Source: an optimization exercise on an open RTL-to-GDS flow (aim: small area, a short achievable clock period and few clock cycles per item). Production flows keep margins and buffers that such runs may drop.
In this exercise RTL edits were held to simulation tests only and were not proved equivalent to the original.
Power is estimated from default activity; no workload was simulated.

===== flow/constraint.sdc =====
create_clock -name core_clock -period 5.5 [get_ports {clk}]
set_input_delay 1.1000 -clock core_clock [delete_from_list [all_inputs] [get_ports {clk}]]
set_output_delay 1.1000 -clock core_clock [all_outputs]
set_load 0.01 [all_outputs]

===== flow/config.mk =====
export PLATFORM = sky130hd
export DESIGN_NAME = scancode_event_stack
export DESIGN_NICKNAME = scancode_event_stack
export VERILOG_FILES = /design/flow/design.v
export SDC_FILE = /design/flow/constraint.sdc
export NUM_CORES = 4
export LEC_CHECK = 0
export CAP_MARGIN = 20
export CORE_MARGIN = 2
export CORE_UTILIZATION = 40
export SETUP_SLACK_MARGIN = 0.3
export SLEW_MARGIN = 20
export SYNTH_MEMORY_MAX_BITS = 16384

===== flow/design.v =====
package scev_pkg;
    localparam logic [1:0] MODE_BYTE  = 2'd0;
    localparam logic [1:0] MODE_POP   = 2'd1;
    localparam logic [1:0] MODE_CLEAR = 2'd2;
    localparam logic [7:0] PREFIX_BYTE = 8'hE0;
    localparam logic [6:0] KC_LSHIFT   = 7'h2A;
    localparam logic [6:0] KC_RSHIFT   = 7'h36;
    localparam logic [6:0] KC_CTRL     = 7'h1D;
    localparam logic [6:0] KC_ALT      = 7'h38;
    localparam int QUEUE_DEPTH = 4;
    typedef enum logic [1:0] {
        OP_NONE,
        OP_PUSH,
        OP_POP,
        OP_CLEAR
    } op_t;
    typedef struct packed {
        logic       extended;
        logic       shift_held;
        logic       alt_held;
        logic       ctrl_held;
        logic       released;
        logic [6:0] key_code;
    } event_t;
    typedef struct packed {
        op_t    op;
        event_t evt;
    } cmd_t;
    typedef struct packed {
        logic [1:0] mode;
        logic [7:0] scan_byte;
    } req_t;
    typedef struct packed {
        logic       event_valid;
        logic [6:0] key_code;
        logic       released;
        logic       ctrl_held;
        logic       alt_held;
        logic       shift_held;
        logic       extended;
        logic       events_waiting;
    } rsp_t;
endpackage
module scev_front
(
    input  logic           clk,
    input  logic           rst_n,
    input  logic           req_valid,
    input  scev_pkg::req_t req,
    input  logic           q_full,
    output logic           req_stall,
    output logic           cmd_push,
    output scev_pkg::cmd_t cmd
);
    logic prefix_reg, prefix_next;
    logic ctrl_reg, ctrl_next;
    logic alt_reg, alt_next;
    logic shift_reg, shift_next;
    logic accept;
    assign req_stall = q_full;
    assign accept    = req_valid && !q_full;
    assign cmd_push  = accept;
    always_comb
    begin
        prefix_next = prefix_reg;
        ctrl_next   = ctrl_reg;
        alt_next    = alt_reg;
        shift_next  = shift_reg;
        cmd.op             = scev_pkg::OP_NONE;
        cmd.evt.extended   = prefix_reg;
        cmd.evt.shift_held = shift_reg;
        cmd.evt.alt_held   = alt_reg;
        cmd.evt.ctrl_held  = ctrl_reg;
        cmd.evt.released   = req.scan_byte[7];
        cmd.evt.key_code   = req.scan_byte[6:0];
        unique case (req.mode)
            scev_pkg::MODE_BYTE:
            begin
                if (!prefix_reg && req.scan_byte == scev_pkg::PREFIX_BYTE)
                begin
                    prefix_next = 1'b1;
                end
                else
                begin
                    prefix_next = 1'b0;
                    if (req.scan_byte[6:0] == scev_pkg::KC_LSHIFT ||
                        req.scan_byte[6:0] == scev_pkg::KC_RSHIFT)
                    begin
                        shift_next = !req.scan_byte[7];
                    end
                    else if (req.scan_byte[6:0] == scev_pkg::KC_CTRL)
                    begin
                        ctrl_next = !req.scan_byte[7];
                    end
                    else if (req.scan_byte[6:0] == scev_pkg::KC_ALT)
                    begin
                        alt_next = !req.scan_byte[7];
                    end
                    else
                    begin
                        cmd.op = scev_pkg::OP_PUSH;
                    end
                end
            end
            scev_pkg::MODE_POP:   cmd.op = scev_pkg::OP_POP;
            scev_pkg::MODE_CLEAR: cmd.op = scev_pkg::OP_CLEAR;
            default:              cmd.op = scev_pkg::OP_NONE;
        endcase
    end
    always_ff @(posedge clk or negedge rst_n)
    begin
        if (!rst_n)
        begin
            prefix_reg <= 1'b0;
            ctrl_reg   <= 1'b0;
            alt_reg    <= 1'b0;
            shift_reg  <= 1'b0;
        end
        else if (accept)
        begin
            prefix_reg <= prefix_next;
            ctrl_reg   <= ctrl_next;
            alt_reg    <= alt_next;
            shift_reg  <= shift_next;
        end
    end
endmodule
module scev_queue
(
    input  logic           clk,
    input  logic           rst_n,
    input  logic           push,
    input  scev_pkg::cmd_t push_word,
    output logic           full,
    input  logic           pop,
    output logic           valid,
    output scev_pkg::cmd_t word
);
    localparam int PtrW = $clog2(scev_pkg::QUEUE_DEPTH);
    localparam int CntW = $clog2(scev_pkg::QUEUE_DEPTH + 1);
    logic [13:0] slot_reg [scev_pkg::QUEUE_DEPTH];
    logic [PtrW-1:0] head_reg, tail_reg;
    logic [CntW-1:0] fill_reg;
    assign full  = fill_reg == CntW'(scev_pkg::QUEUE_DEPTH);
    assign valid = fill_reg != '0;
    assign word  = slot_reg[head_reg];
    always_ff @(posedge clk)
    begin
        if (push)
        begin
            slot_reg[tail_reg] <= push_word;
        end
    end
    always_ff @(posedge clk or negedge rst_n)
    begin
        if (!rst_n)
        begin
            head_reg <= '0;
            tail_reg <= '0;
            fill_reg <= '0;
        end
        else
        begin
            if (push)
            begin
                tail_reg <= (tail_reg == PtrW'(scev_pkg::QUEUE_DEPTH - 1)) ? '0
                                                                           : tail_reg + 1'b1;
            end
            if (pop)
            begin
                head_reg <= (head_reg == PtrW'(scev_pkg::QUEUE_DEPTH - 1)) ? '0
                                                                           : head_reg + 1'b1;
            end
            if (push && !pop)
            begin
                fill_reg <= fill_reg + 1'b1;
            end
            else if (pop && !push)
            begin
                fill_reg <= fill_reg - 1'b1;
            end
        end
    end
endmodule
module scev_back
#(
    parameter int DEPTH = 512
)
(
    input  logic           clk,
    input  logic           rst_n,
    input  logic           q_valid,
    input  scev_pkg::cmd_t q_word,
    output logic           q_pop,
    output logic           rsp_valid,
    input  logic           rsp_stall,
    output scev_pkg::rsp_t rsp
);
    localparam int CntW = (DEPTH > 2) ? $clog2(DEPTH) : 1;
    localparam logic [CntW-1:0] CntMax = CntW'(DEPTH - 1);
    typedef enum logic {
        ST_IDLE,
        ST_READ
    } state_t;
    state_t state_reg, state_next;
    logic [CntW-1:0] cnt_reg, cnt_next;
    logic wait_reg, wait_next;
    logic out_valid_reg, out_valid_next;
    scev_pkg::rsp_t out_reg, out_next;
    logic [11:0] stack_mem [DEPTH];
    scev_pkg::event_t rd_data_reg;
    logic out_free;
    logic take;
    logic mem_wr;
    logic mem_rd;
    assign out_free  = !out_valid_reg || !rsp_stall;
    assign take      = (state_reg == ST_IDLE) && q_valid && out_free;
    assign q_pop     = take;
    assign mem_wr    = take && q_word.op == scev_pkg::OP_PUSH && cnt_reg != CntMax;
    assign mem_rd    = take && q_word.op == scev_pkg::OP_POP && cnt_reg != '0;
    assign rsp_valid = out_valid_reg;
    assign rsp       = out_reg;
    always_ff @(posedge clk)
    begin
        if (mem_wr)
        begin
            stack_mem[cnt_reg] <= q_word.evt;
        end
        if (mem_rd)
        begin
            rd_data_reg <= stack_mem[cnt_reg - 1'b1];
        end
    end
    always_comb
    begin
        state_next     = state_reg;
        cnt_next       = cnt_reg;
        wait_next      = wait_reg;
        out_valid_next = out_valid_reg && rsp_stall;
        out_next       = out_reg;
        unique case (state_reg)
            ST_IDLE:
            begin
                if (take)
                begin
                    case (q_word.op)
                        scev_pkg::OP_PUSH:
                        begin
                            if (cnt_reg != CntMax)
                            begin
                                cnt_next = cnt_reg + 1'b1;
                            end
                        end
                        scev_pkg::OP_CLEAR: cnt_next = '0;
                        default:            cnt_next = cnt_reg;
                    endcase
                    if (mem_rd)
                    begin
                        cnt_next   = cnt_reg - 1'b1;
                        wait_next  = cnt_reg != CntW'(1);
                        state_next = ST_READ;
                    end
                    else
                    begin
                        out_valid_next = 1'b1;
                        out_next       = '0;
                        out_next.events_waiting = cnt_next != '0;
                    end
                end
            end
            ST_READ:
            begin
                if (out_free)
                begin
                    out_valid_next          = 1'b1;
                    out_next.event_valid    = 1'b1;
                    out_next.key_code       = rd_data_reg.key_code;
                    out_next.released       = rd_data_reg.released;
                    out_next.ctrl_held      = rd_data_reg.ctrl_held;
                    out_next.alt_held       = rd_data_reg.alt_held;
                    out_next.shift_held     = rd_data_reg.shift_held;
                    out_next.extended       = rd_data_reg.extended;
                    out_next.events_waiting = wait_reg;
                    state_next              = ST_IDLE;
                end
            end
            default: state_next = ST_IDLE;
        endcase
    end
    always_ff @(posedge clk or negedge rst_n)
    begin
        if (!rst_n)
        begin
            state_reg     <= ST_IDLE;
            cnt_reg       <= '0;
            wait_reg      <= 1'b0;
            out_valid_reg <= 1'b0;
            out_reg       <= '0;
        end
        else
        begin
            state_reg     <= state_next;
            cnt_reg       <= cnt_next;
            wait_reg      <= wait_next;
            out_valid_reg <= out_valid_next;
            out_reg       <= out_next;
        end
    end
endmodule
module scancode_event_stack
#(
    parameter int DEPTH = 512
)
(
    input  logic           clk,
    input  logic           rst_n,
    input  logic           req_valid,
    output logic           req_stall,
    input  scev_pkg::req_t req,
    output logic           rsp_valid,
    input  logic           rsp_stall,
    output scev_pkg::rsp_t rsp
);
    logic           cmd_push;
    scev_pkg::cmd_t cmd;
    logic           q_full;
    logic           q_pop;
    logic           q_valid;
    scev_pkg::cmd_t q_word;
    scev_front u_front
    (
        .clk       (clk),
        .rst_n     (rst_n),
        .req_valid (req_valid),
        .req       (req),
        .q_full    (q_full),
        .req_stall (req_stall),
        .cmd_push  (cmd_push),
        .cmd       (cmd)
    );
    scev_queue u_queue
    (
        .clk       (clk),
        .rst_n     (rst_n),
        .push      (cmd_push),
        .push_word (cmd),
        .full      (q_full),
        .pop       (q_pop),
        .valid     (q_valid),
        .word      (q_word)
    );
    scev_back #(
        .DEPTH (DEPTH)
    ) u_back
    (
        .clk       (clk),
        .rst_n     (rst_n),
        .q_valid   (q_valid),
        .q_word    (q_word),
        .q_pop     (q_pop),
        .rsp_valid (rsp_valid),
        .rsp_stall (rsp_stall),
        .rsp       (rsp)
    );
endmodule

===== flow/run.sh =====
#!/bin/bash
# synth_recipe.tcl (not shown) runs the flow's synth.tcl, then flattens the netlist and writes it again
# the make line also repeats each setting of config.mk as NAME=value (left out here)
make -C /OpenROAD-flow-scripts/flow DESIGN_CONFIG=/design/flow/config.mk WORK_HOME=/design/flow/orfs CLKGATE_MAP_FILE= SYNTH_SCRIPT=/design/flow/synth_recipe.tcl finish

==> results.txt <==
-- final timing paths --
check	startpoint	end	slack (ns)	depth (start not counted)
max	u_back.cnt_reg[0]	u_back.rd_data_reg[11]	0.28	11
min	u_queue.fill_reg[2]	u_queue.fill_reg[2]	0.49	1
max reg2reg	u_back.cnt_reg[0]	u_back.rd_data_reg[11]	0.28	11
min reg2reg	u_queue.fill_reg[2]	u_queue.fill_reg[2]	0.49	1
max in group asynchronous	rst_n	u_back.cnt_reg[0]	4.48	2
min in group asynchronous	rst_n	u_back.state_reg	0.52	2
-- critical path, cell delays in order (launching register included) --
cell and delay [ns]:
dfrtp_4 0.58, inv_6 0.17, ha_1 0.43, or3b_2 0.53, nor2_2 0.29, a211oi_1 0.17, o2111ai_1 0.57, buf_4 0.39
nor2b_1 0.20, a2111oi_2 0.54, nand4_1 0.51, a2111o_1 0.54
-- power by group --
part,switching [uW],total [uW],internal (uW),leakage (uW)
registers,460,62500,62100,0.0563
clock network,18500,41800,23300,0.00974
logic,43200,65300,22100,0.0193
total,62100,170000,108000,0.0853
-- per-stage QoR --
stage | setup WS, ns | setup TNS, ns | std cells | power [uW]
floorplan | -0.2677 | -1096.35 | 10950 | 102100
global placement | -0.004060 | -0.004060 | 19090 | 127500
detailed placement | 0.2063 | 0 | 19120 | 128600
CTS | 0.3480 | 0 | 20250 | 170200
global route | 0.3112 | 0 | 20270 | 174600
finish | 0.2807 | 0 | 20280 | 169700
-- what timing repair did --
item | in CTS | in global routing
resized for setup | 3 | 5
endpoints found under the setup margin | 2 | 5
hold endpoints to repair | 0 | 11
hold buffers | 0 | 1
-- cells by family after synthesis --
| logic type | share of synthesized area (%) |
|---|---|
| mux | 16.44 |
| compound gates | 1.320 |
| flops | 77.60 |
| fa+ha+maj | 0.07562 |
| xor+xnor | 0.04299 |
| buf+inv | 1.497 |
| simple gates | 3.019 |
| other cells | 0.001552 |
-- metal layers --
metal	wire length (um)	vias to the layer above
li1	-	47480
met1	254000	63800
met2	310500	5823
met3	55790	1120
met4	29830	8
met5	58	-
-- Yosys cell counts, types with 38 or more instances --
library cell / n / area [um^2]
a21oi_1: 42 / 210.2
a31oi_1: 75 / 469.2
a32oi_1: 57 / 499.2
buf_2: 174 / 870.8
buf_4: 119 / 893.4
buf_6: 66 / 743.2
clkbuf_1: 228 / 855.8
edfxtp_1: 6212 / 186500
mux2i_1: 136 / 1361
mux4_2: 1697 / 38220
nand2_1: 727 / 2729
nand3_1: 257 / 1286
nand4_1: 38 / 237.7
nor2_1: 617 / 2316
-- cell type report --
| class | count | area, um^2 | area share [%] |
|---|---|---|---|
| sequential | 6249 | 187500 | 67.80 |
| multi-input combinational | 4063 | 51470 | 18.61 |
| clock buffer | 772 | 16370 | 5.920 |
| tap | 8036 | 10050 | 3.636 |
| timing repair buffer | 758 | 7232 | 2.615 |
| clock inverter | 367 | 3816 | 1.380 |
| inverter | 19 | 76.32 | 0.02760 |
| antenna | 13 | 32.53 | 0.01176 |
==> results.txt <==
- Final ANT Viol Nets: 0
- M2 GR Usage: 33.38%
- Critical path fanouts, max: 11
- Crit path DAT: 6.07 ns
- Detailed-route vias per instance: 5.831
- DRT Wirelength: 650,100 um
- GR peak layer: met2
- CP Capture Type: flop
- Status: complete, no violations
- Ys flop type: edfxtp_1
- Postcts setup bufs: 0
- Unrepaired setup endpoints after global routing: false
- Worst Hold Class: reg -> reg
- Gr ovfl total: 0
- Initial antenna violation count: 31
- Pre-antenna DRT Iters: 8
- CTS buffer count: 631
- Met1 global-route usage: 28.16%
- Final setup fails: 0
- Max cap viols: 0
- Largest net degree at the start of global routing: 189
- Layout cell share with drive strength beyond 1: 29.05%
- DR DRC count: 0
- Drt initial violations: 16,100
- Vias in the first global route: 120,000
- Final #Nets: 11,750
- Design Area, Final: 276,500 um^2
- CTS clock-pin slew for the worst setup and hold paths: 0.07 ns
- Row cnt: 285
- Die ar.: 610,200 um^2
- Worst hold margin: 0.4933 ns
- IO buf count: 29
- Fmax: 0.1916 GHz
- Worst slew pin tran: 1.239 ns
- Final hold violation count: 0
- Clock Skew: 0.1087 ns
- I/O pin count: 30
- Most common cell after layout, fill and taps aside: edfxtp_1
- Peak supply drop: 576.8 uV
- Placed wire-length estimate: 403,700 um
- Synth unique cells: 77
- Synth-to-layout area growth: 14.47%
- CP Class: reg -> reg
- Clock root cell: clkbuf_16
- CTS tree: built
- Ys Warns: 3
- Register area share after synthesis: 77.60%
- Met3 Use GR: 4.001%
- Htree depth: 6
- Via Count: 118,200
- PwrDens: 613.5 nW/um^2
- Avg Cell Area, Syn: 22.09 um^2
- Routed len/inst: 32.06 um
- Placed instance area: 255,900 um^2
- Seq cells post-synth: 6,249
- Post-synth EDFFs: 6,212
- Overall global routing resource usage: 20.81%
- Util after Layout: 45.94%
- Initial Utilization: 40.13%
- Critical Path RT: 6.35 ns
- Fill cells: 49,600
- First-pass GRT wire length: 915,500 um
- Final period util: 94.90%
- Pleak: 0.08533 uW
- Clock latency (worst-skew pair): 1.12 ns
- Cell count after synthesis: 10,940
- Clk sinks: 6,249
- Nature of the critical path startpoint: flop
- Most frequent cells in the layout: 6,212 x edfxtp_1, 1,685 x mux4_2, 717 x nand2_1
- CTS max path bufs: 4
- Asr flop ratio synth: 0.5921%
- Die height: 781.1 um
- GPL Wtd Cong: 0.8919
- CORE AREA: 601,900 um^2
- Tmin final: 5.219 ns
- Syn Std Cell Area: 241,600 um^2
- Slew HR: 17.00%
- Die boundary width: 781.1 um
- Max FFs per register: 6,144
- Fin. max-slew vios: 0
Testbench counts, summed over its fixed seeds: cycles 42,124, items 32,000.

## static timing again, ports no longer ideal
The results above use ideal ports. As a check the final layout listed here was re-extracted and re-timed, cells and wires unchanged.
Step 1: set_driving_cell puts a clkbuf_16 on clk and a buf_2 on each other input, an assumption about the parent block.
Step 2 times the ports against the registers' clock, not the clock port: input delays grow and output delays shrink by t, the midpoint of the rising clock arrivals with the driver on.
Slacks: no drivers / after step 1 / after step 2; pairs: no drivers / after step 1.
shift t [ns]: 1.204
slack for setup (ns): 0.281 / 0.281 / 0.281
latest minus earliest clock arrival (ns): 0.116 / 0.116
slew at the worst register clock pin (ns): 0.07 / 0.07
cell pins on the clock port's net: 1
After both steps this run still meets setup and hold. For this run, drivers alone change the setup slack by 0.000 ns; drivers and shift together by 0.000 ns.
